From an optimization exercise on the open Yosys and OpenROAD flow, aimed at small area, a short achievable clock period and few clock cycles; shortcuts taken in it are not production practice.
RTL that was checked went through simulation tests only; none was proved equivalent to the original.
The RTL of runs 1 to 3 was laid out without a check of its function.

<file path="flow/run.sh">
#!/bin/bash
# synth_recipe.tcl (not shown) runs the flow's synth.tcl, then flattens the netlist and writes it again
# the make line also repeats each setting of config.mk as NAME=value (left out here)
make -C /OpenROAD-flow-scripts/flow DESIGN_CONFIG=/design/flow/config.mk WORK_HOME=/design/flow/orfs CLKGATE_MAP_FILE= SYNTH_SCRIPT=/design/flow/synth_recipe.tcl finish
</file>
<file path="flow/config.mk">
export PLATFORM = sky130hd
export DESIGN_NAME = processor_pool_task_scheduler
export DESIGN_NICKNAME = processor_pool_task_scheduler
export VERILOG_FILES = /design/flow/design.v
export SDC_FILE = /design/flow/constraint.sdc
export NUM_CORES = 4
export LEC_CHECK = 0
export CAP_MARGIN = 20
export CORE_MARGIN = 2
export CORE_UTILIZATION = 40
export SETUP_SLACK_MARGIN = 4.0
export SLEW_MARGIN = 20
</file>
<file path="flow/constraint.sdc">
create_clock -name core_clock -period 8.0 [get_ports {clk_i}]
set_input_delay 1.6000 -clock core_clock [delete_from_list [all_inputs] [get_ports {clk_i}]]
set_output_delay 1.6000 -clock core_clock [all_outputs]
set_load 0.01 [all_outputs]
</file>
<file path="flow/design.v">
package ppts_pkg;
  localparam int unsigned NEED_W     = 7;
  localparam int unsigned DUR_W      = 5;
  localparam int unsigned PRIO_W     = 2;
  localparam int unsigned CNT_W      = 32;
  localparam logic [DUR_W-1:0]  MaxDuration = 5'd20;
  localparam logic [PRIO_W-1:0] PrioBlock   = 2'd3;
  typedef enum logic [1:0] {
    STATUS_QUEUED  = 2'd0,
    STATUS_REFUSED = 2'd1,
    STATUS_INVALID = 2'd2,
    STATUS_TICK    = 2'd3
  } status_e;
  typedef enum logic {
    OP_TICK   = 1'b0,
    OP_SUBMIT = 1'b1
  } op_e;
  typedef struct packed {
    logic              operation;
    logic [NEED_W-1:0] task_processors;
    logic [DUR_W-1:0]  task_duration;
  } req_t;
  typedef struct packed {
    logic [1:0]        status;
    logic [6:0]        free_processors;
    logic [4:0]        queue_length;
    logic [6:0]        running_count;
    logic [4:0]        started_now;
    logic [6:0]        finished_now;
    logic [CNT_W-1:0]  tick_total;
    logic [CNT_W-1:0]  idle_total;
    logic [CNT_W-1:0]  completed_total;
    logic [CNT_W-1:0]  refusal_total;
  } res_t;
  typedef struct packed {
    logic [NEED_W-1:0] need;
    logic [DUR_W-1:0]  dur;
    logic [PRIO_W-1:0] prio;
  } wait_t;
  typedef struct packed {
    logic [NEED_W-1:0] need;
    logic [CNT_W-1:0]  due;
  } run_t;
endpackage
import ppts_pkg::*;
module processor_pool_task_scheduler #(
  parameter int unsigned QUEUE_DEPTH    = 16,
  parameter int unsigned RUN_SLOTS      = 64,
  parameter int unsigned MAX_PROCESSORS = 64
) (
  input  logic              clk_i,
  input  logic              rst_ni,
  input  logic              start,
  output logic              busy,
  input  logic [12:0]       req_i,
  output logic              result_valid_o,
  output logic [160:0]      result_o,
  input  logic              cfg_valid_i,
  output logic              cfg_ready_o,
  input  logic [6:0]        cfg_data_i
);
  localparam int unsigned QD = 16;
  localparam int unsigned NB = 20;
  logic [6:0]  pool_q, free_q, held_q, run_q;
  logic [4:0]  cnt_q;
  logic [31:0] tick_q, idle_q, done_q, ref_q;
  logic [1:0]  status_q;
  logic [4:0]  started_q;
  logic [6:0]  fin_q;
  logic        vld_q;
  logic        scan_q;
  logic [3:0]  ptr_q;
  logic [6:0]  thr_q;
  logic        thr_ok_q;
  logic        pv_q, p0_q, p1_q;
  logic [4:0]  pi_q;
  logic [6:0]  pn_q;
  logic [6:0]  qn_q [QD];
  logic [4:0]  qd_q [QD];
  logic [1:0]  qp_q [QD];
  logic [6:0]  bs_q [NB];
  logic [6:0]  bc_q [NB];
  logic [NB-1:0] bv_q;      
  logic [6:0]  b0_s, b0_c, b1_s;
  assign b0_s = bv_q[0] ? bs_q[0] : 7'd0;
  assign b0_c = bv_q[0] ? bc_q[0] : 7'd0;
  assign b1_s = bv_q[1] ? bs_q[1] : 7'd0;
  logic       is_sub, sub_bad, sub_full, sub_ok, tick_go, first, cfg_go;
  logic [6:0] r_need;
  logic [4:0] r_dur, r_dm1;
  assign r_need   = req_i[11:5];
  assign r_dur    = req_i[4:0];
  assign r_dm1    = (r_dur == 5'd0) ? 5'd0 : r_dur - 5'd1;
  assign is_sub   = start && !scan_q && req_i[12];
  assign sub_bad  = (r_need > pool_q) || (r_dur > 5'd20);
  assign sub_full = cnt_q[4];
  assign sub_ok   = is_sub && !sub_bad && !sub_full;
  assign first    = !scan_q;
  assign tick_go  = scan_q || (start && !req_i[12]);
  assign cfg_go   = cfg_valid_i && !scan_q && !pv_q;
  logic       p0, p1;
  logic [6:0] rs, rc;
  logic [7:0] thr_sum, idl_sum;
  assign p0   = p0_q;
  assign p1   = p1_q;
  assign rs   = b0_s + (p0 ? pn_q : 7'd0);
  assign rc   = b0_c + (p0 ? 7'd1 : 7'd0);
  logic [6:0] run_b, rel_free;
  logic [7:0] rel_sum;
  logic       full, fallback;
  assign run_b    = first ? run_q - rc : run_q;
  assign full     = run_q[6] && (scan_q || ((b0_c == 7'd0) && !p0_q));
  assign rel_sum  = idl_sum;
  assign rel_free = (rel_sum > {1'b0, pool_q}) ? pool_q : rel_sum[6:0];
  assign fallback = first && !thr_ok_q;
  logic [6:0] run_b1;
  logic [4:0] cnt_m1, st_b, st_b1;
  assign run_b1 = run_b + 7'd1;
  assign cnt_m1 = cnt_q - 5'd1;
  assign st_b   = first ? 5'd0 : started_q;
  assign st_b1  = st_b + 5'd1;
  logic [6:0] thr;
  logic [3:0] ptr;
  assign thr = thr_q;
  assign ptr = first ? 4'd0 : ptr_q;
  logic [QD-1:0] cand, fit, hit, seen, fh;
  logic [7:0]    diff [QD];
  always_comb begin
    for (int i = 0; i < QD; i++) begin
      diff[i] = {1'b0, thr} - {1'b0, qn_q[i]};
      cand[i] = (4'(i) >= ptr) && (5'(i) < cnt_q);
      fit[i]  = !diff[i][7] && !full;
      hit[i]  = cand[i] && (fit[i] || (qp_q[i] == 2'd3));
    end
    seen[0] = hit[0];
    for (int i = 1; i < QD; i++) seen[i] = seen[i-1] | hit[i];
    fh[0] = hit[0];
    for (int i = 1; i < QD; i++) fh[i] = hit[i] && !seen[i-1];
  end
  logic       st_now, last, go, start_go;
  logic [6:0] s_need, s_free;
  logic       s_d0, s_d1;
  logic [4:0] s_dm1;
  logic [3:0] h_idx;
  always_comb begin
    st_now = 1'b0;
    last   = 1'b0;
    s_need = '0;
    s_free = '0;
    s_dm1  = '0;
    s_d0   = 1'b0;
    s_d1   = 1'b0;
    h_idx  = '0;
    for (int i = 0; i < QD; i++) begin
      st_now = st_now | (fh[i] & fit[i]);
      last   = last | (fh[i] & (5'(i) + 5'd1 == cnt_q));
      s_need = s_need | ({7{fh[i]}} & qn_q[i]);
      s_free = s_free | ({7{fh[i]}} & diff[i][6:0]);
      s_dm1  = s_dm1  | ({5{fh[i]}} & qd_q[i]);
      s_d0   = s_d0 | (fh[i] & (qd_q[i] == 5'd0));
      s_d1   = s_d1 | (fh[i] & (qd_q[i] == 5'd1));
      h_idx  = h_idx  | ({4{fh[i]}} & 4'(i));
    end
  end
  assign go       = tick_go && !fallback;
  assign start_go = go && st_now;
  logic [6:0] cfg_tot, cfg_free;
  always_comb begin
    cfg_tot = cfg_data_i;
    if (cfg_data_i == 7'd0) cfg_tot = 7'd1;
    else if (cfg_data_i > 7'd64) cfg_tot = 7'd64;
    cfg_free = (cfg_tot > held_q) ? cfg_tot - held_q : 7'd0;
  end
  logic [6:0] tb_s;
  logic       tb_p;
  assign tb_s    = first ? b1_s : b0_s;
  assign tb_p    = first ? p1 : p0;
  assign thr_sum = {1'b0, thr} + {1'b0, tb_s} + (tb_p ? {1'b0, pn_q} : 8'd0);
  assign idl_sum = {1'b0, free_q} + {1'b0, b0_s} + (p0 ? {1'b0, pn_q} : 8'd0);
  assign busy           = scan_q;
  assign cfg_ready_o    = !scan_q && !pv_q;
  assign result_valid_o = vld_q;
  assign result_o = {status_q, free_q, cnt_q, run_q, started_q, fin_q,
                     tick_q, idle_q, done_q, ref_q};
  always_ff @(posedge clk_i or negedge rst_ni) begin
    if (!rst_ni) begin
      pool_q    <= 7'd16;
      free_q    <= 7'd16;
      held_q    <= '0;
      run_q     <= '0;
      cnt_q     <= '0;
      tick_q    <= '0;
      idle_q    <= '0;
      done_q    <= '0;
      ref_q     <= '0;
      status_q  <= '0;
      started_q <= '0;
      fin_q     <= '0;
      vld_q     <= 1'b0;
      scan_q    <= 1'b0;
      ptr_q     <= '0;
      thr_q     <= 7'd16;
      thr_ok_q  <= 1'b1;
      pv_q      <= 1'b0;
      p0_q      <= 1'b0;
      p1_q      <= 1'b0;
      pi_q      <= '0;
      pn_q      <= '0;
    end else begin
      vld_q <= 1'b0;
      pv_q   <= start_go;
      p0_q   <= start_go && s_d0;
      p1_q   <= start_go && s_d1;
      pi_q   <= s_dm1;
      pn_q   <= s_need;
      held_q <= held_q - ((tick_go && first) ? rs : 7'd0) + (pv_q ? pn_q : 7'd0);
      if (!tick_go) begin
        thr_q    <= rel_free;
        thr_ok_q <= !cfg_go;
      end
      if (cfg_go) begin
        pool_q <= cfg_tot;
        free_q <= cfg_free;
      end
      if (is_sub) begin
        vld_q     <= 1'b1;
        started_q <= '0;
        fin_q     <= '0;
        if (sub_bad) begin
          status_q <= 2'd2;
        end else if (sub_full) begin
          status_q <= 2'd1;
          ref_q    <= ref_q + 32'd1;
        end else begin
          status_q <= 2'd0;
          cnt_q    <= cnt_q + 5'd1;
        end
      end
      if (tick_go) begin
        run_q <= start_go ? run_b1 : run_b;
        if (first) begin
          status_q <= 2'd3;
          fin_q    <= rc;
          tick_q   <= tick_q + 32'd1;
          done_q   <= done_q + 32'(rc);
        end
        if (fallback) begin
          free_q    <= rel_free;
          thr_q     <= rel_free;
          ptr_q     <= '0;
          scan_q    <= 1'b1;
          thr_ok_q  <= 1'b0;
          started_q <= '0;
        end else begin
          free_q    <= st_now ? s_free : thr;
          cnt_q     <= st_now ? cnt_m1 : cnt_q;
          ptr_q     <= h_idx;
          scan_q    <= st_now && !last;
          vld_q     <= !st_now || last;
          thr_q     <= st_now ? s_free : ((thr_sum > {1'b0, pool_q}) ? pool_q : thr_sum[6:0]);
          thr_ok_q  <= !st_now;
          started_q <= st_now ? st_b1 : st_b;
          if (!st_now && (run_b == 7'd0)) begin
            idle_q <= idle_q + 32'd1;
          end
        end
      end
    end
  end
  logic       shift;
  logic [4:0] wi;
  logic       wv;
  logic [6:0] w_s, w_c;
  assign shift = tick_go && first;
  assign wi    = shift ? pi_q - 5'd1 : pi_q;
  assign wv    = pv_q && !(shift && (pi_q == 5'd0));
  always_comb begin
    w_s = '0;
    w_c = '0;
    for (int k = 0; k < NB; k++) begin
      if (bv_q[k] && (pi_q == 5'(k))) begin
        w_s = bs_q[k];
        w_c = bc_q[k];
      end
    end
    w_s = w_s + pn_q;
    w_c = w_c + 7'd1;
  end
  always_ff @(posedge clk_i or negedge rst_ni) begin
    if (!rst_ni) begin
      bv_q <= '0;
    end else begin
      for (int k = 0; k < NB; k++) begin
        if (wv && (wi == 5'(k))) begin
          bv_q[k] <= 1'b1;
        end else if (shift) begin
          bv_q[k] <= (k == NB - 1) ? 1'b0 : bv_q[(k == NB - 1) ? k : k + 1];
        end
      end
    end
  end
  always_ff @(posedge clk_i) begin
    for (int k = 0; k < NB; k++) begin
      if (wv && (wi == 5'(k))) begin
        bs_q[k] <= w_s;
        bc_q[k] <= w_c;
      end else if (shift && (k < NB - 1)) begin
        bs_q[k] <= bs_q[(k == NB - 1) ? k : k + 1];
        bc_q[k] <= bc_q[(k == NB - 1) ? k : k + 1];
      end
    end
  end
  always_ff @(posedge clk_i) begin
    for (int i = 0; i < QD; i++) begin
      if (go) begin
        if (st_now && seen[i]) begin
          if (i < QD - 1) begin
            qn_q[i] <= qn_q[(i < QD - 1) ? i + 1 : i];
            qd_q[i] <= qd_q[(i < QD - 1) ? i + 1 : i];
            qp_q[i] <= qp_q[(i < QD - 1) ? i + 1 : i];
          end
        end else if (cand[i] && !seen[i]) begin
          qp_q[i] <= qp_q[i] + 2'd1;
        end
      end else if (sub_ok && (cnt_q[3:0] == 4'(i))) begin
        qn_q[i] <= r_need;
        qd_q[i] <= r_dm1;
        qp_q[i] <= 2'd0;
      end
    end
  end
endmodule
</file>
==> results of run 1 <==
==> worst reg2reg max path, stage by stage, from the launching register on <==
cell and delay [ps]:
dfrtp_2 440, buf_6 130, ha_4 170, nor2b_4 140
and3_4 210, buf_4 140, a22oi_2 190, a211oi_1 110
a221oi_2 250, o21ai_1 140, mux2_2 300, a221oi_2 260
o31a_1 230, a21oi_1 100, a221o_1 310, ha_4 260
o21ai_1 120, nand2b_1 110, a21o_1 180, a21oi_2 170
xnor2_2 140, and2_4 200, a221oi_2 310, nand2_2 240
mux2_4 330
==> worst paths after layout <==
check | start | to | slack (ps) | cells past startpoint
hold reg to reg | idle_q[31] | idle_q[31] | 460 | 1
setup reg to reg | pi_q[0] | bs_q[7][6] | 2520 | 24
min in group asynchronous | rst_ni | tick_q[16] | 990 | 1
max in group asynchronous | rst_ni | cnt_q[3] | 5540 | 2
setup / recovery | pi_q[0] | bs_q[7][6] | 2520 | 24
hold / removal | idle_q[31] | idle_q[31] | 460 | 1
==> synth_stat cells (all sizes together) (59+ instances only) <==
| cell type | count | area share [%] |
|---|---|---|
| nand2 | 577 | 4.8 |
| edfxtp | 504 | 34 |
| o21ai | 363 | 4.0 |
| inv | 268 | 2.2 |
| nor2 | 238 | 2.0 |
| ha | 223 | 6.2 |
| dfrtp | 220 | 12 |
| a21o | 217 | 3.6 |
| clkbuf | 214 | 1.8 |
| a21oi | 168 | 1.9 |
| xnor2 | 158 | 3.1 |
| nand3 | 148 | 1.7 |
| xor2 | 104 | 2.0 |
| a22oi | 94 | 1.6 |
| a221oi | 73 | 1.4 |
| nor3 | 64 | 0.74 |
| nand4 | 62 | 0.88 |
| mux2 | 60 | 1.5 |
| and3 | 59 | 0.83 |
==> state kept, by name, indices dropped and copies added, names as in the netlist, 80 cells and up, named ones only <==
| name | cells |
|---|---|
| qd_q | 80 |
| bc_q | 140 |
| bs_q | 140 |
| qn_q | 112 |
==> layout make-up <==
class                   count  area (um2)  share of cell area [%]
flip-flops and latches    728       20790                   35.52
multi-input cells        3296       26100                   44.60
clock inverters            29       316.6                  0.5409
repair buffers            578        6073                   10.38
repair inverters            1       7.507                 0.01283
diodes                      5       12.51                 0.02138
inverters                 269        1039                   1.775
clock buffers             123        2327                   3.977
well taps                1488        1862                   3.181
==> cells by family (layout without fill, tap and decap cells) <==
logic type               count (synthesis)  in the layout  synth area share, %
other                                    0              5                    0
XOR/XNOR                               262            263                5.112
buffers and inverters                  511           1000                4.379
AO/OA/AOI/OAI                         1273           1276                19.12
adder cells (fa/ha/maj)                266            266                8.133
multiplexers                            93             93                2.241
AND/OR/NAND/NOR                       1392           1398                14.80
flip-flops                             728            728                46.21
==> metrics by stage <==
stage | utilization, % | area, um2 | cells | hold WS, ps
2_1_floorplan | - | 45640 | 4525 | 477.7
3_3_place_gp | 43.97 | 48800 | 6013 | 456.9
3_5_place_dp | 43.99 | 48820 | 6014 | 463.1
4_1_cts | 50.46 | 56000 | 6406 | 470.7
5_1_grt | 52.73 | 58510 | 6513 | 485.1
6_report | 52.74 | 58520 | 6517 | 460.4
==> per-layer routing <==
layer / share of wire, % / wire length, um
met5: 0.049 / 79
met4: 3.4 / 5514
met3: 9.1 / 14560
met2: 45 / 71620
met1: 43 / 69050
==> timing repair <==
item | CTS | global route
resized for setup | 563 | 337
setup buffers | 216 | 97
setup endpoints to repair | 1068 | 812
pin swaps | 165 | 173
gates cloned | 24 | 8
==> flow_metrics.py, run 1 <==
metrics = {
    "status": {
        "status": "no timing/DRC/antenna violations",
    },
    "clock_network": {
        "cts_tree": "yes",
        "cts_hold_buf": 0,
        "numCtsBuffers": 82,
        "clock_latency_ps": 690,
        "clock-sinks": 728,
        "htree_levels": 3,
        "cts_buffer_depth": 3,
        "cts_root_buffer": "clkbuf_16",
        "clk_pin_slew_worst_paths_ps": 60,
    },
    "sta": {
        "maxSlewViolCount": 0,
        "fin_ws_ps": 2518,
        "tightest_slew_ps": 1429,
        "fmax_ghz": 0.1824,
        "tns_ps": 0,
        "relSlewSlack_pct": 4.482,
        "fin_crit_sh_pct": 68.53,
        "min_period_ps": 5482,
        "clock_skew_ps": 37.94,
        "final_hold_viol_count": 0,
        "finalSetupViolCount": 0,
        "rsz0062_at_grt": "true",
    },
    "drt": {
        "routed_wl_um": 160800,
        "drc": 0,
        "final_antenna_net_count": 0,
        "wl_per_cell_um": 24.68,
        "num_vias": 39260,
        "drtIter0Drc": 4414,
        "vias_per_cell": 6.024,
        "firstDrtPassIters": 6,
    },
    "layout": {
        "area_growth_pct": 30.37,
        "drive_gt1_share_pct": 23.09,
        "final_cell_mix": "nand2_1 (523), edfxtp_1 (504), inv_1 (248)",
        "num-fill-cells": 9734,
        "nNetsFinal": 5246,
        "mostFrequentLayoutCell": "nand2_1",
    },
    "yosys": {
        "syn_inst": 4525,
        "synth_nets": 4815,
        "yosysSeqAreaShare_pct": 46.21,
        "ys_seq_elements": 728,
        "syn_area_um2": 44890,
        "syn_avg_cell_area_um2": 9.920,
        "synthArstFlopShare_pct": 30.77,
        "yosys_warnings": 7,
        "synth_flop_cell": "edfxtp_1",
        "synthDistinctLibCells": 99,
        "synth-edff-count": 504,
    },
    "grt": {
        "grt_pass1_vias": 36670,
        "grt.met2_usage_pct": 40.72,
        "grt_pass1_wl_um": 233400,
        "grt_use_met1_pct": 37.41,
        "grtUsageTotal_pct": 26.29,
        "antenna_found_initial": 11,
        "overflow": 0,
        "grt_max_degree": 102,
        "top_usage_layer": "met2",
        "met3_usage_pct": 4.329,
    },
    "setup_path": {
        "crit_required_ps": 8420,
        "cp-start-kind": "flip-flop",
        "cp_slowest_cell": "dfrtp_2",
        "cp_top_family": "compound AO/OA/AOI/OAI gates",
        "cp_common_cell": "a221oi_2",
        "worstPathArrival_ps": 5900,
        "crit_chain": "buf_6 -> ha_4 -> nor2b_4 -> and3_4 -> buf_4 -> a22oi_2 -> a211oi_1 -> a221oi_2 -> o21ai_1 -> mux2_2 -> a221oi_2 -> o31a_1 -> a21oi_1 -> a221o_1 -> ha_4 -> o21ai_1 -> nand2b_1 -> a21o_1 -> a21oi_2 -> xnor2_2 -> and2_4 -> a221oi_2 -> nand2_2 -> mux2_4",
        "critPathCaptureType": "flip-flop",
        "path_max_fanout": 7,
        "critPathMaxStageDelay_ps": 440,
        "path_class": "flip-flop to flip-flop",
        "path_buf_inv": 2,
    },
    "placement": {
        "io_buffers": 187,
        "gp_congestion": 0.9669,
        "place_ws_ps": 1317,
        "hpwl_um": 108300,
    },
    "die": {
        "rows": 122,
        "die-area_um2": 114900,
        "chipWidth_um": 339.0,
        "die_y_um": 339.0,
        "initial_core_util_pct": 40.45,
        "num_io_pins": 188,
        "coreArea_um2": 111000,
    },
    "min_path": {
        "hold_class": "flip-flop to flip-flop",
    },
    "flow_run": {
        "maxCapViolCount": 0,
    },
}
==> run 2: changes to the inputs <==
--- a/flow/design.v
+++ b/flow/design.v
@@ -73,7 +73,7 @@
   logic [6:0]  thr_q;
   logic        thr_ok_q;
   logic        pv_q, p0_q, p1_q;
-  logic [4:0]  pi_q;
+  logic [NB-1:0] po_q;      
   logic [6:0]  pn_q;
   logic [6:0]  qn_q [QD];
   logic [4:0]  qd_q [QD];
@@ -204,14 +204,14 @@
       pv_q      <= 1'b0;
       p0_q      <= 1'b0;
       p1_q      <= 1'b0;
-      pi_q      <= '0;
+      po_q      <= '0;
       pn_q      <= '0;
     end else begin
       vld_q <= 1'b0;
       pv_q   <= start_go;
       p0_q   <= start_go && s_d0;
       p1_q   <= start_go && s_d1;
-      pi_q   <= s_dm1;
+      for (int k = 0; k < NB; k++) po_q[k] <= start_go && (s_dm1 == 5'(k));
       pn_q   <= s_need;
       held_q <= held_q - ((tick_go && first) ? rs : 7'd0) + (pv_q ? pn_q : 7'd0);
       if (!tick_go) begin
@@ -268,20 +268,20 @@
     end
   end
   logic       shift;
-  logic [4:0] wi;
-  logic       wv;
   logic [6:0] w_s, w_c;
   assign shift = tick_go && first;
-  assign wi    = shift ? pi_q - 5'd1 : pi_q;
-  assign wv    = pv_q && !(shift && (pi_q == 5'd0));
+  logic [NB-1:0] we;
+  always_comb begin
+    for (int k = 0; k < NB; k++) begin
+      we[k] = shift ? ((k < NB - 1) ? po_q[(k < NB - 1) ? k + 1 : k] : 1'b0) : po_q[k];
+    end
+  end
   always_comb begin
     w_s = '0;
     w_c = '0;
     for (int k = 0; k < NB; k++) begin
-      if (bv_q[k] && (pi_q == 5'(k))) begin
-        w_s = bs_q[k];
-        w_c = bc_q[k];
-      end
+      w_s = w_s | ({7{po_q[k] & bv_q[k]}} & bs_q[k]);
+      w_c = w_c | ({7{po_q[k] & bv_q[k]}} & bc_q[k]);
     end
     w_s = w_s + pn_q;
     w_c = w_c + 7'd1;
@@ -291,7 +291,7 @@
       bv_q <= '0;
     end else begin
       for (int k = 0; k < NB; k++) begin
-        if (wv && (wi == 5'(k))) begin
+        if (we[k]) begin
           bv_q[k] <= 1'b1;
         end else if (shift) begin
           bv_q[k] <= (k == NB - 1) ? 1'b0 : bv_q[(k == NB - 1) ? k : k + 1];
@@ -301,7 +301,7 @@
   end
   always_ff @(posedge clk_i) begin
     for (int k = 0; k < NB; k++) begin
-      if (wv && (wi == 5'(k))) begin
+      if (we[k]) begin
         bs_q[k] <= w_s;
         bc_q[k] <= w_c;
       end else if (shift && (k < NB - 1)) begin
--- a/flow/config.mk
+++ b/flow/config.mk
@@ -8,5 +8,6 @@
 export CAP_MARGIN = 20
 export CORE_MARGIN = 2
 export CORE_UTILIZATION = 40
-export SETUP_SLACK_MARGIN = 4.0
+export CTS_BUF_LIST = sky130_fd_sc_hd__clkbuf_8
+export SETUP_SLACK_MARGIN = 4.5
 export SLEW_MARGIN = 20
==> run 2 against run 1 <==
  * Synthesized cell count decreased by 4.2%
  * Non-clock buffer count increased by 30
  * Count of clock-buffer cells in the layout increased by 35
  * Fmax increased by 17%
  * Sequential share of layout area increased by 0.40 points
  * Design area increased by 0.96%
  * Final cell count decreased by 0.92%
  * Flip-flop and latch count increased by 15
  * Clock skew increased by 17 ps
  * Area after synthesis increased by 0.69%
  * Global-route usage increased by 4.4 points
  * Critical path type unchanged
  * Critical endpoint is now free_q[5]
  * Largest cell class unchanged
==> flow_metrics.py, run 2 <==
metrics = {
    "die": {
        "coreArea_um2": 112300,
        "chipWidth_um": 340.2,
        "die_y_um": 340.2,
        "num_io_pins": 188,
        "rows": 123,
        "die-area_um2": 115700,
        "initial_core_util_pct": 40.23,
    },
    "clock_network": {
        "htree_levels": 4,
        "clock-sinks": 743,
        "cts_buffer_depth": 3,
        "cts_tree": "yes",
        "numCtsBuffers": 137,
        "clk_pin_slew_worst_paths_ps": 70,
        "cts_root_buffer": "clkbuf_8",
        "clock_latency_ps": 850,
    },
    "yosys": {
        "ys_seq_elements": 743,
        "yosysSeqAreaShare_pct": 46.73,
        "synth_flop_cell": "edfxtp_1",
        "syn_avg_cell_area_um2": 10.42,
        "synth.top_cells.by_area": "edfxtp_1 (33%), dfrtp_1 (13%), ha_1 (6.0%), mux2_2 (3.7%), a21o_1 (3.4%)",
        "synthArstFlopShare_pct": 32.17,
        "yosysMostFrequentCell": "edfxtp_1",
        "synth_top_area_share_pct": 33.48,
        "synthTopCellsByCount": "edfxtp_1 (504), nand2_1 (401), o21ai_0 (258), inv_1 (246), dfrtp_1 (235)",
        "yosys_warnings": 7,
        "syn_area_um2": 45200,
        "synth_area_leader_cell": "edfxtp_1",
        "synth-edff-count": 504,
        "synthDistinctLibCells": 95,
        "synth_nets": 4620,
        "syn_inst": 4336,
    },
    "sta": {
        "maxSlewViolCount": 0,
        "tightest_slew_ps": 1433,
        "relSlewSlack_pct": 3.792,
        "rsz0062_at_grt": "true",
        "fin_ws_ps": 3334,
        "tns_ps": 0,
        "fin_crit_sh_pct": 58.33,
        "finalSetupViolCount": 0,
        "min_period_ps": 4666,
        "final_hold_viol_count": 0,
        "clock_skew_ps": 54.65,
        "whs_ps": 469.9,
        "fmax_ghz": 0.2143,
    },
    "setup_path": {
        "r2r_end": "free_q[5]",
        "critPathCaptureType": "flip-flop",
        "crit_required_ps": 8720,
        "worstPathArrival_ps": 5390,
        "path_class": "flip-flop to flip-flop",
        "ff2ff_path_depth": 19,
        "cp-start-kind": "flip-flop",
        "reg2reg_setup_slack_ps": 3330,
        "path_max_fanout": 6,
        "r2r-start": "p0_q",
    },
    "grt": {
        "grtUsageTotal_pct": 30.72,
        "grt_pass1_wl_um": 261800,
        "overflow": 0,
        "grt_pass1_vias": 38230,
        "grt_max_degree": 126,
        "antenna_found_initial": 10,
    },
    "layout": {
        "area_growth_pct": 30.72,
        "reg.largest.list": "bc_q (140), bs_q (140), qn_q (112)",
        "stdcell_count": 6457,
        "multiInputGateArea_um2": 26010,
        "num-fill-cells": 9910,
        "fin_area_um2": 59080,
        "register_area_um2": 21220,
        "drive_gt1_share_pct": 28.03,
        "mostFrequentLayoutCell": "edfxtp_1",
        "final_cell_mix": "edfxtp_1 (504), nand2_1 (372), inv_1 (288)",
        "nNetsFinal": 5128,
    },
    "drt": {
        "routed_wl_um": 182900,
        "final_antenna_net_count": 0,
        "vias_per_cell": 6.118,
        "drtIter0Drc": 4686,
        "firstDrtPassIters": 6,
        "num_vias": 39510,
        "drc": 0,
        "wl_per_cell_um": 28.33,
    },
    "min_path": {
        "whs_endpoint": "started_q[4]",
        "hold_class": "flip-flop to flip-flop",
        "hp-start": "started_q[4]",
        "worstHoldPathCells": 1,
    },
    "placement": {
        "io_buffers": 187,
        "dp.cells": 5861,
        "gp_congestion": 0.9643,
        "postPlaceCellArea_um2": 50320,
        "place_ws_ps": 2263,
        "hpwl_um": 121500,
    },
    "flow_run": {
        "maxCapViolCount": 0,
    },
    "status": {
        "status": "no timing/DRC/antenna violations",
    },
}
## run 2: worst max-delay path, cell delays in order, from the launching register on
cell and delay (ps):
dfrtp_4 550, and2_4 190, fa_1 500, ha_2 190, inv_2 40, fa_2 330, nor2b_1 130, o21ai_1 110
a21boi_2 170, nor2_2 70, ha_1 290, nand2_1 70, or3_4 370, a32o_2 240, a311oi_4 350, buf_4 190
mux2_4 300, a22o_1 220, a21oi_2 120, o221ai_1 130
## run 2: area by class of cell
class	count	area share (%)
Multi-Input combinational cell	3103	44.03
Sequential cell	743	35.92
Timing Repair Buffer	608	10.70
Clock buffer	158	3.681
Tap cell	1500	3.177
Inverter	248	1.639
Clock inverter	88	0.7687
Timing Repair inverter	3	0.06353
Antenna cell	6	0.02541
## run 2: worst max path at each step
stage	start	end
2_1_floorplan	bv_q[0]	free_q[5]
3_5_place_dp	req_i[0]	qp_q[13][1]
4_1_cts	p0_q	free_q[5]
5_1_grt	bv_q[0]	free_q[0]
3_3_place_gp	req_i[0]	qp_q[13][0]
6_report	p0_q	free_q[5]
## run 2: cell families (layout without fill, tap and decap cells)
family | count (synthesis) | count (layout) | share of synthesized area (%)
and+or+nand+nor | 1245 | 1249 | 13.99
AOI/OAI and AO/OA | 1140 | 1143 | 17.42
DFF | 743 | 743 | 46.73
buffers and inverters | 500 | 1105 | 4.307
adders and majority gates | 260 | 260 | 7.912
xor gates and xnor gates | 250 | 253 | 4.844
muxes | 198 | 198 | 4.797
other | 0 | 6 | 0
## run 2: metal layers
| metal | wire length [um] | global-route usage (%) | vias to the layer above |
|---|---|---|---|
| met5 | 0 | 0 | - |
| met3 | 18270 | 6.876 | 598 |
| met1 | 72440 | 40.44 | 19520 |
| met2 | 79820 | 46.49 | 2302 |
| li1 | - | - | 17090 |
| met4 | 12420 | 18.03 | 0 |
## run 2: repair_timing
item | CTS | global route
hold buffers | 0 | 0
pin swaps | 129 | 112
cloned | 17 | 4
setup buffers | 270 | 53
setup endpoints to repair | 1177 | 529
resized for setup | 504 | 231
## run 2: metrics by stage
step / util (%)
final: 52.59
after global routing: 52.58
after CTS: 51.27
after detailed placement: 44.79
after global placement: 44.78
after floorplan: -
==> run 3: changes to the inputs <==
--- a/flow/config.mk
+++ b/flow/config.mk
@@ -9,5 +9,5 @@
 export CORE_MARGIN = 2
 export CORE_UTILIZATION = 40
 export CTS_BUF_LIST = sky130_fd_sc_hd__clkbuf_8
-export SETUP_SLACK_MARGIN = 4.5
+export SETUP_SLACK_MARGIN = 4.0
 export SLEW_MARGIN = 20
==> run 3 against run 2 <==
  * Worst hold slack lost 1.7 ps
  * Sequential share of layout area rose by 1.2 points
  * Via count down 1.1%
  * First-iteration DRC count is 7.3% higher
  * Clock skew up 20 ps
  * Die area stayed put
  * Count of clock-buffer cells in the layout fell by 10
==> flow_metrics.py, run 3 <==
metrics = {
    "die": {
        "coreArea_um2": 112300,
        "die_y_um": 340.2,
        "num_io_pins": 188,
        "rows": 123,
        "die-area_um2": 115700,
        "chipWidth_um": 340.2,
        "initial_core_util_pct": 40.23,
    },
    "layout": {
        "drive_gt1_share_pct": 22.84,
        "mostFrequentLayoutCell": "edfxtp_1",
        "final_cell_mix": "edfxtp_1 (504), nand2_1 (380), inv_1 (289)",
        "nNetsFinal": 5031,
        "area_growth_pct": 26.12,
        "reg.largest.list": "bc_q (140), bs_q (140), qn_q (112)",
    },
    "drt": {
        "routed_wl_um": 177600,
        "num_vias": 39080,
        "drtIter0Drc": 5028,
        "firstDrtPassIters": 8,
        "final_antenna_net_count": 0,
        "drc": 0,
        "wl_per_cell_um": 27.92,
        "vias_per_cell": 6.143,
    },
    "setup_path": {
        "critPathCaptureType": "flip-flop",
        "r2r-start": "p0_q",
        "worstPathArrival_ps": 5420,
        "path_class": "flip-flop to flip-flop",
        "critPathLaunch": "p0_q",
        "crit_required_ps": 8780,
        "ff2ff_path_depth": 20,
        "cp-start-kind": "flip-flop",
        "reg2reg_setup_slack_ps": 3360,
        "path_max_fanout": 6,
    },
    "placement": {
        "gp_congestion": 0.9986,
        "hpwl_um": 119700,
        "io_buffers": 187,
    },
    "flow_run": {
        "maxCapViolCount": 0,
    },
    "grt": {
        "antenna_found_initial": 7,
        "grtUsageTotal_pct": 29.54,
        "grt_max_degree": 142,
        "grt_pass1_vias": 37280,
        "overflow": 0,
        "grt_pass1_wl_um": 253300,
    },
    "min_path": {
        "hold_class": "flip-flop to flip-flop",
        "worstHoldPathCells": 1,
        "hp-start": "tick_q[31]",
    },
    "yosys": {
        "yosysMostFrequentCell": "edfxtp_1",
        "synthTopCellsByCount": "edfxtp_1 (504), nand2_1 (401), o21ai_0 (258), inv_1 (246), dfrtp_1 (235)",
        "synth.top_cells.by_area": "edfxtp_1 (33%), dfrtp_1 (13%), ha_1 (6.0%), mux2_2 (3.7%), a21o_1 (3.4%)",
        "synth_top_area_share_pct": 33.48,
        "syn_area_um2": 45200,
        "ys_seq_elements": 743,
        "yosysSeqAreaShare_pct": 46.73,
        "syn_avg_cell_area_um2": 10.42,
        "synth_nets": 4620,
        "synth_flop_cell": "edfxtp_1",
        "synth_area_leader_cell": "edfxtp_1",
        "synthDistinctLibCells": 95,
        "synth-edff-count": 504,
        "syn_inst": 4336,
        "yosys_warnings": 7,
        "synthArstFlopShare_pct": 32.17,
    },
    "sta": {
        "fin_crit_sh_pct": 58.03,
        "finalSetupViolCount": 0,
        "tightest_slew_ps": 1297,
        "rsz0062_at_grt": "true",
        "fmax_ghz": 0.2154,
        "maxSlewViolCount": 0,
        "min_period_ps": 4643,
        "whs_ps": 468.2,
        "final_hold_viol_count": 0,
        "clock_skew_ps": 74.73,
        "relSlewSlack_pct": 13.32,
        "tns_ps": 0,
    },
    "clock_network": {
        "htree_levels": 4,
        "cts_root_buffer": "clkbuf_8",
        "clock_latency_ps": 890,
        "clk_pin_slew_worst_paths_ps": 60,
        "cts_buffer_depth": 3,
        "clock-sinks": 743,
        "cts_tree": "yes",
        "numCtsBuffers": 138,
    },
    "status": {
        "status": "no timing/DRC/antenna violations",
    },
}
run 3: cell types whose count changed in the layout (fill, tap and decap cells not counted), moves of 12 or more:
cell             delta
clkdlybuf4s50_1    +46
buf_4              -42
dfrtp_1            +40
buf_6              -39
dfrtp_2            -32
dlygate4sd2_1      -30
nor2_1             +17
a21oi_1            +14
buf_12             -13
clkinv_1           +13
ha_1               +13
ha_4               -13
nand3_1            +13
a21oi_2            -12
run 3: final timing paths:
check | end
setup / recovery | free_q[4]
hold / removal | tick_q[31]
setup reg to reg | free_q[4]
hold reg to reg | tick_q[31]
max in group asynchronous | ref_q[14]
min in group asynchronous | done_q[14]
run 3: timing repair:
action | in CTS | in global routing
setup endpoints to repair | 444 | 357
pin swaps | 86 | 154
hold buffers | 0 | 0
resized for setup | 298 | 244
buffers inserted | 142 | 80
cloned | 11 | 11
run 3: routing by layer:
layer  vias up  global-route usage [%]  share of wire, %
li1      16910                       -                 -
met1     19420                   40.43                41
met2      2273                   44.49                44
met3       479                   7.836                11
met4         4                   11.88               4.3
met5         -                       0             0.016
run 3: cells by family after synthesis:
kind of cell	synth area share [%]
simple gates	13.99
mux	4.797
buf+inv	4.307
xor+xnor	4.844
compound gates	17.42
flops	46.73
fa+ha+maj	7.912
run 3: critical path: stages (launching register included):
cell and delay [ps]:
dfrtp_2 490, and2_4 210, fa_1 500, ha_2 180, inv_2 40, fa_2 370, nor2b_2 140, o21ai_2 80
a21boi_2 160, nor2_2 60, ha_1 290, nand2_1 70, or3_4 370, a32o_2 260, a311oi_4 210, buf_6 160
buf_12 100, mux2_4 310, a22o_4 290, a21oi_4 150, o221ai_2 120
run 3: area by class of cell:
class | instances | area (um2)
tap | 1500 | 1877
clock buffer | 148 | 2037
multi-input combinational | 3099 | 24880
antenna | 2 | 5.005
clock inverter | 105 | 660.6
sequential | 743 | 21150
fill | 10080 | 55340
timing repair inverter | 3 | 48.80
timing repair buffer | 514 | 5390
inverter | 248 | 959.7
run 3: through the flow:
step	util [%]	setup slack (ps)	instances	instance area, um2
final	50.74	3357	6362	57000
after global routing	50.74	3223	6361	57000
after CTS	48.92	3347	6269	54960
after detailed placement	43.84	2048	5863	49250
after global placement	43.84	2067	5863	49250
after floorplan	-	3503	4336	45680
==> run 4: changes to the inputs <==
--- a/flow/design.v
+++ b/flow/design.v
@@ -75,6 +75,7 @@
   logic        pv_q, p0_q, p1_q;
   logic [NB-1:0] po_q;      
   logic [6:0]  pn_q;
+  logic [6:0]  pn0_q, pn1_q;    
   logic [6:0]  qn_q [QD];
   logic [4:0]  qd_q [QD];
   logic [1:0]  qp_q [QD];
@@ -103,15 +104,17 @@
   logic [7:0] thr_sum, idl_sum;
   assign p0   = p0_q;
   assign p1   = p1_q;
-  assign rs   = b0_s + (p0 ? pn_q : 7'd0);
+  assign rs   = b0_s + pn0_q;
   assign rc   = b0_c + (p0 ? 7'd1 : 7'd0);
   logic [6:0] run_b, rel_free;
   logic [7:0] rel_sum;
+  logic       rel_gt, thr_gt;
+  logic [9:0] rel_cmp, thr_cmp;
   logic       full, fallback;
   assign run_b    = first ? run_q - rc : run_q;
   assign full     = run_q[6] && (scan_q || ((b0_c == 7'd0) && !p0_q));
   assign rel_sum  = idl_sum;
-  assign rel_free = (rel_sum > {1'b0, pool_q}) ? pool_q : rel_sum[6:0];
+  assign rel_free = rel_gt ? pool_q : rel_sum[6:0];
   assign fallback = first && !thr_ok_q;
   logic [6:0] run_b1;
   logic [4:0] cnt_m1, st_b, st_b1;
@@ -172,11 +175,15 @@
     cfg_free = (cfg_tot > held_q) ? cfg_tot - held_q : 7'd0;
   end
   logic [6:0] tb_s;
-  logic       tb_p;
   assign tb_s    = first ? b1_s : b0_s;
-  assign tb_p    = first ? p1 : p0;
-  assign thr_sum = {1'b0, thr} + {1'b0, tb_s} + (tb_p ? {1'b0, pn_q} : 8'd0);
-  assign idl_sum = {1'b0, free_q} + {1'b0, b0_s} + (p0 ? {1'b0, pn_q} : 8'd0);
+  logic [6:0] tb_n;
+  assign tb_n    = first ? pn1_q : pn0_q;
+  assign thr_sum = {1'b0, thr} + {1'b0, tb_s} + {1'b0, tb_n};
+  assign idl_sum = {1'b0, free_q} + {1'b0, b0_s} + {1'b0, pn0_q};
+  assign thr_cmp = {3'b0, thr} + {3'b0, tb_s} + {3'b0, tb_n} + {3'b0, ~{2'b0, pool_q}};
+  assign rel_cmp = {3'b0, free_q} + {3'b0, b0_s} + {3'b0, pn0_q} + {3'b0, ~{2'b0, pool_q}};
+  assign thr_gt  = thr_cmp[9];
+  assign rel_gt  = rel_cmp[9];
   assign busy           = scan_q;
   assign cfg_ready_o    = !scan_q && !pv_q;
   assign result_valid_o = vld_q;
@@ -206,6 +213,8 @@
       p1_q      <= 1'b0;
       po_q      <= '0;
       pn_q      <= '0;
+      pn0_q     <= '0;
+      pn1_q     <= '0;
     end else begin
       vld_q <= 1'b0;
       pv_q   <= start_go;
@@ -213,6 +222,8 @@
       p1_q   <= start_go && s_d1;
       for (int k = 0; k < NB; k++) po_q[k] <= start_go && (s_dm1 == 5'(k));
       pn_q   <= s_need;
+      pn0_q  <= (start_go && s_d0) ? s_need : 7'd0;
+      pn1_q  <= (start_go && s_d1) ? s_need : 7'd0;
       held_q <= held_q - ((tick_go && first) ? rs : 7'd0) + (pv_q ? pn_q : 7'd0);
       if (!tick_go) begin
         thr_q    <= rel_free;
@@ -257,7 +268,7 @@
           ptr_q     <= h_idx;
           scan_q    <= st_now && !last;
           vld_q     <= !st_now || last;
-          thr_q     <= st_now ? s_free : ((thr_sum > {1'b0, pool_q}) ? pool_q : thr_sum[6:0]);
+          thr_q     <= st_now ? s_free : (thr_gt ? pool_q : thr_sum[6:0]);
           thr_ok_q  <= !st_now;
           started_q <= st_now ? st_b1 : st_b;
           if (!st_now && (run_b == 7'd0)) begin
--- a/flow/config.mk
+++ b/flow/config.mk
@@ -7,7 +7,6 @@
 export LEC_CHECK = 0
 export CAP_MARGIN = 20
 export CORE_MARGIN = 2
-export CORE_UTILIZATION = 40
-export CTS_BUF_LIST = sky130_fd_sc_hd__clkbuf_8
-export SETUP_SLACK_MARGIN = 4.0
+export CORE_UTILIZATION = 50
+export SETUP_SLACK_MARGIN = 4.2
 export SLEW_MARGIN = 20
==> run 4 against run 3 <==
  * Largest cell class unchanged
  * Design area up 2.0%
  * First-iteration DRC count down 8.6%
  * Clock skew down 35 ps
  * Synthesized cell count down 0.78%
  * Critical path depth unchanged
  * Routed wire length down 6.3%
  * Global-route usage up 4.9 points
  * Final cell count down 5.9%
  * Die area down 19%
  * Worst hold slack better by 2.9 ps
==> flow_metrics.py, run 4 <==
metrics = {
    "drt": {
        "drtIter0Drc": 4598,
        "num_vias": 38090,
        "final_antenna_net_count": 0,
        "vias_per_cell": 6.359,
        "drc": 0,
        "firstDrtPassIters": 7,
        "routed_wl_um": 166400,
        "wl_per_cell_um": 27.78,
    },
    "clock_network": {
        "cts_root_buffer": "clkbuf_16",
        "htree_levels": 3,
        "clk_pin_slew_worst_paths_ps": 60,
        "cts_hold_buf": 0,
        "cts_buffer_depth": 3,
        "clock_latency_ps": 680,
        "cts_tree": "yes",
        "numCtsBuffers": 85,
        "clock-sinks": 756,
    },
    "yosys": {
        "synthTopCellsByCount": "edfxtp_1 (504), nand2_1 (373), inv_1 (297), o21ai_0 (256), dfrtp_1 (248)",
        "yosysMostFrequentCell": "edfxtp_1",
        "synthArstFlopShare_pct": 33.33,
        "yosysSeqAreaShare_pct": 47.13,
        "synth.top_cells.by_area": "edfxtp_1 (33%), dfrtp_1 (14%), ha_1 (5.8%), xnor2_1 (3.8%), mux2_2 (3.6%)",
        "synth-edff-count": 504,
        "ys_seq_elements": 756,
        "synth_top_area_share_pct": 33.26,
        "syn_area_um2": 45500,
        "syn_avg_cell_area_um2": 10.58,
        "yosys_warnings": 7,
        "synth_flop_cell": "edfxtp_1",
        "syn_inst": 4302,
        "synth_area_leader_cell": "edfxtp_1",
        "synthDistinctLibCells": 105,
        "synth_nets": 4604,
    },
    "layout": {
        "mostFrequentLayoutCell": "edfxtp_1",
        "nNetsFinal": 5045,
        "area_growth_pct": 27.81,
        "reg.largest.list": "bc_q (140), bs_q (140), qn_q (112)",
        "final_cell_mix": "edfxtp_1 (504), nand2_1 (347), inv_1 (282)",
        "drive_gt1_share_pct": 24.73,
    },
    "die": {
        "initial_core_util_pct": 50.47,
        "chipWidth_um": 305.7,
        "num_io_pins": 188,
        "rows": 110,
        "die_y_um": 305.7,
        "coreArea_um2": 90150,
        "die-area_um2": 93430,
    },
    "setup_path": {
        "r2r_end": "pn1_q[6]",
        "critPathCaptureType": "flip-flop",
        "cp_common_cell": "buf_6",
        "cp-start-kind": "flip-flop",
        "critPathMaxStageDelay_ps": 440,
        "reg2reg_setup_slack_ps": 3720,
        "r2r-start": "thr_q[0]",
        "crit_chain": "clkinvlp_4 -> buf_12 -> ha_4 -> nor2b_4 -> o211ai_1 -> a21oi_2 -> o21ai_2 -> buf_4 -> o2111ai_4 -> buf_6 -> buf_6 -> buf_8 -> nor3_4 -> buf_6 -> buf_6 -> a222oi_1 -> nand4_1 -> a21oi_2 -> and3_4 -> nor2_4",
        "cp_slowest_cell": "dfrtp_1",
        "path_class": "flip-flop to flip-flop",
        "worstPathArrival_ps": 4840,
        "crit_required_ps": 8560,
        "path_max_fanout": 7,
        "critPathLaunch": "thr_q[0]",
        "ff2ff_path_depth": 20,
    },
    "placement": {
        "io_buffers": 187,
        "gp_congestion": 0.9369,
        "hpwl_um": 108600,
        "place_ws_ps": 2276,
    },
    "min_path": {
        "hold_class": "flip-flop to flip-flop",
        "whs_endpoint": "done_q[31]",
        "hp-start": "done_q[31]",
        "worstHoldPathCells": 1,
    },
    "sta": {
        "min_period_ps": 4276,
        "fin_crit_sh_pct": 53.45,
        "final_hold_viol_count": 0,
        "fmax_ghz": 0.2338,
        "rsz0062_at_grt": "true",
        "whs_ps": 471.0,
        "relSlewSlack_pct": 25.60,
        "finalSetupViolCount": 0,
        "fin_ws_ps": 3724,
        "tightest_slew_ps": 1116,
        "clock_skew_ps": 39.64,
        "tns_ps": 0,
        "maxSlewViolCount": 0,
    },
    "grt": {
        "grtUsageTotal_pct": 34.45,
        "overflow": 0,
        "grt_pass1_wl_um": 240100,
        "antenna_found_initial": 4,
        "grt_max_degree": 131,
        "grt_pass1_vias": 36850,
    },
    "status": {
        "status": "no timing/DRC/antenna violations",
    },
    "flow_run": {
        "maxCapViolCount": 0,
    },
}
-- run 4: cell count changes in the layout (fill, tap and decap cells not counted), moves of 23 or more --
cell | before | now
nand3_1 | 101 | 73
fa_1 | 40 | 64
a222oi_1 | 1 | 24
xor2_1 | 92 | 56
clkbuf_16 | 6 | 88
xnor2_1 | 148 | 193
buf_6 | 46 | 84
clkbuf_8 | 148 | 8
nand2_1 | 380 | 347
-- run 4: layout make-up --
cell class                      instances  area [um2]
Fill cell                            7030       31990
Multi-Input combinational cell       3018       25110
Sequential cell                       756       21480
Timing Repair Buffer                  583        6186
Clock buffer                          111        2316
Tap cell                             1176        1471
Inverter                              298        1146
Clock inverter                         45       425.4
Timing Repair inverter                  1       16.27
Antenna cell                            1       2.502
-- run 4: what timing repair did --
action / CTS / global route
resized for setup: 446 / 295
setup buffers: 219 / 72
pin swaps: 179 / 152
cloned: 19 / 5
endpoints found under the setup margin: 744 / 406
-- run 4: critical path, delay by kind of cell (launching register included) --
kind,cells,cell delay [ps]
AO/OA/AOI/OAI,6,1350
adder cells (fa/ha/maj),1,170
buffers and inverters,8,1290
flip-flops,1,440
AND/OR/NAND/NOR,5,880
-- run 4: how the worst max path moves through the flow --
| stage | to |
|---|---|
| after floorplan | thr_q[0] |
| after global placement | qd_q[0][0] |
| after detailed placement | qd_q[0][0] |
| after CTS | idle_q[25] |
| after global routing | pn1_q[6] |
| final | pn1_q[6] |
-- run 4: cell families after synthesis --
kind of cell	synth area share, %
AOI/OAI and AO/OA	17.66
and+or+nand+nor	12.28
DFF	47.13
buffers and inverters	4.543
adders and majority gates	8.750
xor gates and xnor gates	4.947
muxes	4.694
-- run 4: through the flow --
stage	util, %	std cells	cell area (um2)
after CTS	62.25	5911	56120
after floorplan	-	4302	46010
after detailed placement	54.53	5517	49160
after global routing	64.51	5989	58160
final	64.51	5989	58160
after global placement	54.49	5515	49130
-- run 4: routing by layer --
| metal | wire (um) | track usage [%] | share of wire, % | vias to the layer above |
|---|---|---|---|---|
| li1 | - | - | - | 16660 |
| met1 | 65040 | 46.03 | 39 | 18830 |
| met2 | 75360 | 53.77 | 45 | 2083 |
| met3 | 16340 | 6.538 | 9.8 | 509 |
| met4 | 9614 | 17.28 | 5.8 | 0 |
| met5 | 0 | 0 | 0 | - |
Testbench counts of run 4, summed over its fixed seeds: cycles 6,434.
==> run 5: changes to the inputs <==
--- a/flow/config.mk
+++ b/flow/config.mk
@@ -7,6 +7,6 @@
 export LEC_CHECK = 0
 export CAP_MARGIN = 20
 export CORE_MARGIN = 2
-export CORE_UTILIZATION = 50
-export SETUP_SLACK_MARGIN = 4.2
+export CORE_UTILIZATION = 40
+export SETUP_SLACK_MARGIN = 3.7
 export SLEW_MARGIN = 20
==> run 5 against run 4 <==
  * Largest cell class unchanged
  * Count of clock-buffer cells in the layout grew 2
  * Non-clock buffer count down 177
  * Area after synthesis stayed put
==> flow_metrics.py, run 5 <==
metrics = {
    "die": {
        "num_io_pins": 188,
        "die-area_um2": 116500,
        "rows": 123,
        "coreArea_um2": 112700,
        "initial_core_util_pct": 40.39,
        "die_y_um": 341.3,
        "chipWidth_um": 341.3,
    },
    "setup_path": {
        "cp-start-kind": "flip-flop",
        "worstPathArrival_ps": 4990,
        "ff2ff_path_depth": 15,
        "crit_required_ps": 8580,
        "reg2reg_setup_slack_ps": 3590,
        "r2r-start": "thr_q[1]",
        "path_class": "flip-flop to flip-flop",
        "critPathLaunch": "thr_q[1]",
        "path_max_fanout": 13,
        "critPathCaptureType": "flip-flop",
        "r2r_end": "pn_q[6]",
    },
    "clock_network": {
        "cts_tree": "yes",
        "clock-sinks": 756,
        "cts_root_buffer": "clkbuf_16",
        "clock_latency_ps": 700,
        "clk_pin_slew_worst_paths_ps": 60,
        "cts_buffer_depth": 3,
        "numCtsBuffers": 88,
        "htree_levels": 3,
        "cts_hold_buf": 0,
    },
    "yosys": {
        "syn_inst": 4302,
        "yosys_warnings": 7,
        "synth_flop_cell": "edfxtp_1",
        "ys_seq_elements": 756,
        "synth_top_area_share_pct": 33.26,
        "synth-edff-count": 504,
        "synthTopCellsByCount": "edfxtp_1 (504), nand2_1 (373), inv_1 (297), o21ai_0 (256), dfrtp_1 (248)",
        "synth_nets": 4604,
        "syn_avg_cell_area_um2": 10.58,
        "syn_area_um2": 45500,
        "synth.top_cells.by_area": "edfxtp_1 (33%), dfrtp_1 (14%), ha_1 (5.8%), xnor2_1 (3.8%), mux2_2 (3.6%)",
        "yosysMostFrequentCell": "edfxtp_1",
        "yosysSeqAreaShare_pct": 47.13,
        "synthDistinctLibCells": 105,
        "synth_area_leader_cell": "edfxtp_1",
        "synthArstFlopShare_pct": 33.33,
    },
    "sta": {
        "fin_crit_sh_pct": 55.16,
        "tns_ps": 0,
        "final_hold_viol_count": 0,
        "maxSlewViolCount": 0,
        "fmax_ghz": 0.2266,
        "min_period_ps": 4413,
        "whs_ps": 475.8,
        "tightest_slew_ps": 1152,
        "finalSetupViolCount": 0,
        "rsz0062_at_grt": "true",
        "clock_skew_ps": 36.68,
        "relSlewSlack_pct": 23.14,
    },
    "drt": {
        "num_vias": 37260,
        "wl_per_cell_um": 27.28,
        "firstDrtPassIters": 8,
        "vias_per_cell": 6.070,
        "drc": 0,
        "final_antenna_net_count": 0,
        "drtIter0Drc": 4511,
        "routed_wl_um": 167500,
    },
    "layout": {
        "drive_gt1_share_pct": 17.27,
        "num_antenna_cells": 0,
        "area_growth_pct": 20.53,
        "reg.largest.list": "bc_q (140), bs_q (140), qn_q (112)",
        "mostFrequentLayoutCell": "edfxtp_1",
        "nNetsFinal": 4867,
        "final_cell_mix": "edfxtp_1 (504), nand2_1 (362), inv_1 (295)",
        "fin_area_um2": 54850,
    },
    "grt": {
        "grt_pass1_vias": 35820,
        "overflow": 0,
        "grt_pass1_wl_um": 240900,
        "antenna_found_initial": 1,
        "grtUsageTotal_pct": 27.89,
        "grt_max_degree": 151,
    },
    "min_path": {
        "hp-start": "tick_q[31]",
        "whs_endpoint": "tick_q[31]",
        "hold_class": "flip-flop to flip-flop",
        "worstHoldPathCells": 1,
    },
    "flow_run": {
        "maxCapViolCount": 0,
    },
    "placement": {
        "postPlaceCellArea_um2": 49270,
        "io_buffers": 187,
        "gp_congestion": 1.009,
        "hpwl_um": 114600,
    },
    "status": {
        "status": "no timing/DRC/antenna violations",
    },
}
==> run 5: cell counts after synthesis <==
No cell type changed its count.
==> run 5: per-layer routing <==
metal	wire [um]	global-route usage [%]	vias up	share of wire, %
met5	13	0	-	0.0078
met4	9770	13.66	2	5.8
met3	17280	6.972	521	10
met2	73950	42.65	2007	44
met1	66440	36.91	18430	40
li1	-	-	16300	-
==> run 5: layout make-up <==
class,instances,area [um2]
fill,10270,57810
multi-input combinational,3015,23430
sequential,756,21470
timing repair buffer,406,3897
clock buffer,113,2430
tap,1500,1877
inverter,298,1130
clock inverter,50,603.1
==> run 5: how the worst max path moves through the flow <==
| stage | cells after the start | endpoint |
|---|---|---|
| 2_1_floorplan | 13 | ref_q[31] |
| 3_3_place_gp | 12 | thr_q[0] |
| 3_5_place_dp | 12 | thr_q[0] |
| 4_1_cts | 13 | held_q[6] |
| 5_1_grt | 17 | free_q[5] |
| 6_report | 15 | pn_q[6] |
==> run 5: kinds of logic (layout without fill, tap and decap cells) <==
group,after synthesis,count (layout),share of synthesized area [%]
flops,756,756,47.13
buf+inv,534,867,4.543
mux,195,195,4.694
fa+ha+maj,278,278,8.750
compound gates,1151,1153,17.66
simple gates,1131,1132,12.28
xor+xnor,257,257,4.947
==> run 5: critical path: stages (launching register included) <==
cell and delay (ps):
dfrtp_4 520, buf_4 190, buf_16 160, ha_1 290, nor2b_1 140, o211ai_1 260, a21oi_2 130, o21ai_4 300
o21a_2 290, nor2_1 100, buf_4 220, a222oi_1 760, nand4_1 320, a21oi_2 270, and3_1 270, inv_1 50
==> run 5: timing repair <==
action	4_1_cts	5_1_grt
cloned	2	4
endpoints found under the setup margin	513	399
buffers inserted	53	67
pin swaps	49	58
resized for setup	140	174
==> run 5: stage by stage <==
step                setup slack (ps)  std cells  util [%]
detailed placement              2161       5849     43.74
finish                          3587       6138     48.69
floorplan                       3700       4302         -
global placement                2323       5849     43.73
CTS                             3604       6067     47.43
global route                    3643       6138     48.69
==> run 6: changes to the inputs <==
--- a/flow/config.mk
+++ b/flow/config.mk
@@ -8,5 +8,6 @@
 export CAP_MARGIN = 20
 export CORE_MARGIN = 2
 export CORE_UTILIZATION = 40
-export SETUP_SLACK_MARGIN = 3.7
+export PLACE_DENSITY = 0.75
+export SETUP_SLACK_MARGIN = 4.0
 export SLEW_MARGIN = 20
==> run 6 against run 5 <==
  * Critical path depth fell by 2
  * Design area rose by 3.0%
  * Synthesized cell count did not move
  * Final cell count rose by 1.1%
  * Still clean on timing, DRC and antenna
  * First-iteration DRC count rose by 21%
  * Critical endpoint is now po_q[18]
  * Non-clock buffer count rose by 71
  * Largest cell class unchanged
  * Highest routed layer unchanged
  * Area after synthesis did not move
==> flow_metrics.py, run 6 <==
metrics = {
    "status": {
        "status": "no timing/DRC/antenna violations",
    },
    "layout": {
        "register_area_um2": 21480,
        "final_core_util_pct": 50.17,
        "area_growth_pct": 24.20,
        "num-fill-cells": 9712,
        "reg.largest.list": "bc_q (140), bs_q (140), qn_q (112)",
        "final_cell_mix": "edfxtp_1 (504), nand2_1 (350), inv_1 (282)",
        "nNetsFinal": 4935,
        "drive_gt1_share_pct": 20.99,
        "mostFrequentLayoutCell": "edfxtp_1",
        "multiInputGateArea_um2": 24300,
    },
    "clock_network": {
        "clock-sinks": 756,
        "cts_hold_buf": 0,
        "clock_latency_ps": 710,
        "clk_pin_slew_worst_paths_ps": 70,
        "numCtsBuffers": 85,
        "htree_levels": 3,
        "cts_buffer_depth": 3,
        "cts_tree": "yes",
        "cts_root_buffer": "clkbuf_16",
    },
    "min_path": {
        "hold_class": "flip-flop to flip-flop",
        "worstHoldPathCells": 1,
    },
    "placement": {
        "gp_congestion": 0.9964,
        "place_ws_ps": 2096,
        "io_buffers": 187,
        "hpwl_um": 109600,
    },
    "drt": {
        "vias_per_cell": 6.210,
        "routed_wl_um": 163800,
        "final_antenna_net_count": 0,
        "num_vias": 38550,
        "drtIter0Drc": 5448,
        "drc": 0,
        "firstDrtPassIters": 8,
        "wl_per_cell_um": 26.39,
    },
    "die": {
        "num_io_pins": 188,
        "chipWidth_um": 341.3,
        "coreArea_um2": 112700,
        "rows": 123,
        "initial_core_util_pct": 40.39,
        "die-area_um2": 116500,
        "die_y_um": 341.3,
    },
    "yosys": {
        "synth_top_area_share_pct": 33.26,
        "synthTopCellsByCount": "edfxtp_1 (504), nand2_1 (373), inv_1 (297), o21ai_0 (256), dfrtp_1 (248)",
        "synthDistinctLibCells": 105,
        "syn_inst": 4302,
        "yosys_warnings": 7,
        "ys_seq_elements": 756,
        "yosysMostFrequentCell": "edfxtp_1",
        "yosysSeqAreaShare_pct": 47.13,
        "synth_nets": 4604,
        "synth-edff-count": 504,
        "synth_flop_cell": "edfxtp_1",
        "synth.top_cells.by_area": "edfxtp_1 (33%), dfrtp_1 (14%), ha_1 (5.8%), xnor2_1 (3.8%), mux2_2 (3.6%)",
        "syn_avg_cell_area_um2": 10.58,
        "synthArstFlopShare_pct": 33.33,
        "synth_area_leader_cell": "edfxtp_1",
        "syn_area_um2": 45500,
    },
    "setup_path": {
        "cp_slowest_cell": "dfstp_4",
        "crit_required_ps": 8630,
        "worstPathArrival_ps": 4870,
        "cp_top_family": "simple AND/OR/NAND/NOR gates",
        "critPathCaptureType": "flip-flop",
        "crit_chain": "ha_4 -> and2_4 -> a221o_1 -> o211a_4 -> o211ai_4 -> o2111ai_4 -> buf_6 -> or3_4 -> nor3_4 -> a22o_1 -> a211oi_4 -> or4_4 -> nor2_1",
        "cp.depth": 13,
        "path_buf_inv": 1,
        "cp-start-kind": "flip-flop",
        "path_class": "flip-flop to flip-flop",
        "path_max_fanout": 6,
        "ff2ff_path_depth": 13,
        "critPathMaxStageDelay_ps": 750,
    },
    "sta": {
        "maxSlewViolCount": 0,
        "fmax_ghz": 0.2357,
        "whs_ps": 471.7,
        "rsz0062_at_grt": "true",
        "finalSetupViolCount": 0,
        "final_hold_viol_count": 0,
        "tightest_slew_ps": 1115,
        "relSlewSlack_pct": 24.09,
        "min_period_ps": 4244,
        "clock_skew_ps": 65.27,
        "fin_ws_ps": 3757,
        "fin_crit_sh_pct": 53.04,
        "tns_ps": 0,
    },
    "grt": {
        "antenna_found_initial": 2,
        "grt_max_degree": 138,
        "grtUsageTotal_pct": 26.92,
        "overflow": 0,
        "grt_pass1_wl_um": 237100,
        "grt_pass1_vias": 37160,
    },
    "flow_run": {
        "maxCapViolCount": 0,
    },
}
## run 6: cell counts after synthesis
Identical to the previous run, type by type.
## run 6: layer usage
metal  track usage [%]  wire (um)
met1             34.24      59980
met2             41.13      72310
met3             8.033      20390
met4             14.66      11090
met5                 0          9
## run 6: final cells by class
class	count	area share (%)
clock buffer	110	4.056
tap	1500	3.321
clock inverter	50	1.167
sequential	756	38.00
multi-input combinational	3015	43.00
antenna	1	0.004428
timing repair buffer	477	8.422
inverter	298	2.030
## run 6: kinds of logic (layout without fill, tap and decap cells)
| family | Yosys count | count (layout) | synth area share (%) |
|---|---|---|---|
| mux | 195 | 195 | 4.694 |
| simple gates | 1131 | 1133 | 12.28 |
| compound gates | 1151 | 1152 | 17.66 |
| flops | 756 | 756 | 47.13 |
| xor+xnor | 257 | 257 | 4.947 |
| fa+ha+maj | 278 | 278 | 8.750 |
| buf+inv | 534 | 935 | 4.543 |
| other cells | 0 | 1 | 0 |
## run 6: path summary, 6_finish.rpt
kind                       startpoint         end  slack (ps)
setup / recovery             thr_q[4]    po_q[18]        3760
min in group asynchronous      rst_ni  done_q[12]         820
hold / removal             done_q[31]  done_q[31]         470
hold reg to reg            done_q[31]  done_q[31]         470
setup reg to reg             thr_q[4]    po_q[18]        3760
max in group asynchronous      rst_ni    cnt_q[1]        5800
## run 6: what timing repair did
action	CTS	global route
hold endpoints to repair	0	0
setup buffers	118	79
cloned	5	5
resized for setup	254	281
pin swaps	88	109
setup endpoints to repair	676	387
## run 6: stage by stage
stage / instance area [um2] / std cells
after floorplan: 45820 / 4302
after global placement: 49360 / 5839
after detailed placement: 49380 / 5839
after CTS: 54610 / 6122
after global routing: 56520 / 6207
final: 56520 / 6207
## run 6: worst register-to-register path, stage by stage (launching register included)
cell	delay [ps]
dfstp_4	750
ha_4	250
and2_4	140
a221o_1	360
o211a_4	300
o211ai_4	200
o2111ai_4	250
buf_6	210
or3_4	430
nor3_4	330
a22o_1	250
a211oi_4	100
or4_4	550
nor2_1	110

==> port drivers added, routing unchanged <==
The results above use ideal ports. As a check the final layouts listed here were re-extracted and re-timed, cells and wires unchanged. Step 1: set_driving_cell puts a clkbuf_16 on clk_i and a buf_2 on each other input, an assumption about the parent block. Step 2 adds t to the input delays and takes it off the output delays; t is the mean of the earliest and latest rising clock arrival at the registers after step 1. Input paths then give back, and output paths get back, about the clock's delay inside the block. Three values: ideal ports, drivers, drivers and shift; two values: the first two.
| run | t (ns) | setup slack, ns | hold WS [ns] |
|---|---|---|---|
| run 1 | 0.738 | 2.518 / 2.518 / 2.518 | 0.460 / 0.460 / 0.460 |
| run 2 | 0.898 | 3.334 / 3.334 / 2.790 | 0.470 / 0.470 / 0.470 |
| run 3 | 0.928 | 3.357 / 3.357 / 2.863 | 0.468 / 0.468 / 0.468 |
| run 4 | 0.739 | 3.724 / 3.724 / 3.422 | 0.471 / 0.471 / 0.471 |
| run 5 | 0.759 | 3.587 / 3.587 / 3.084 | 0.476 / 0.476 / 0.476 |
| run 6 | 0.750 | 3.757 / 3.757 / 3.265 | 0.472 / 0.472 / 0.472 |
After both steps setup and hold are still met in every run listed. For run 2, which loses most, drivers alone change the setup slack by 0.000 ns; drivers and shift together by -0.544 ns.
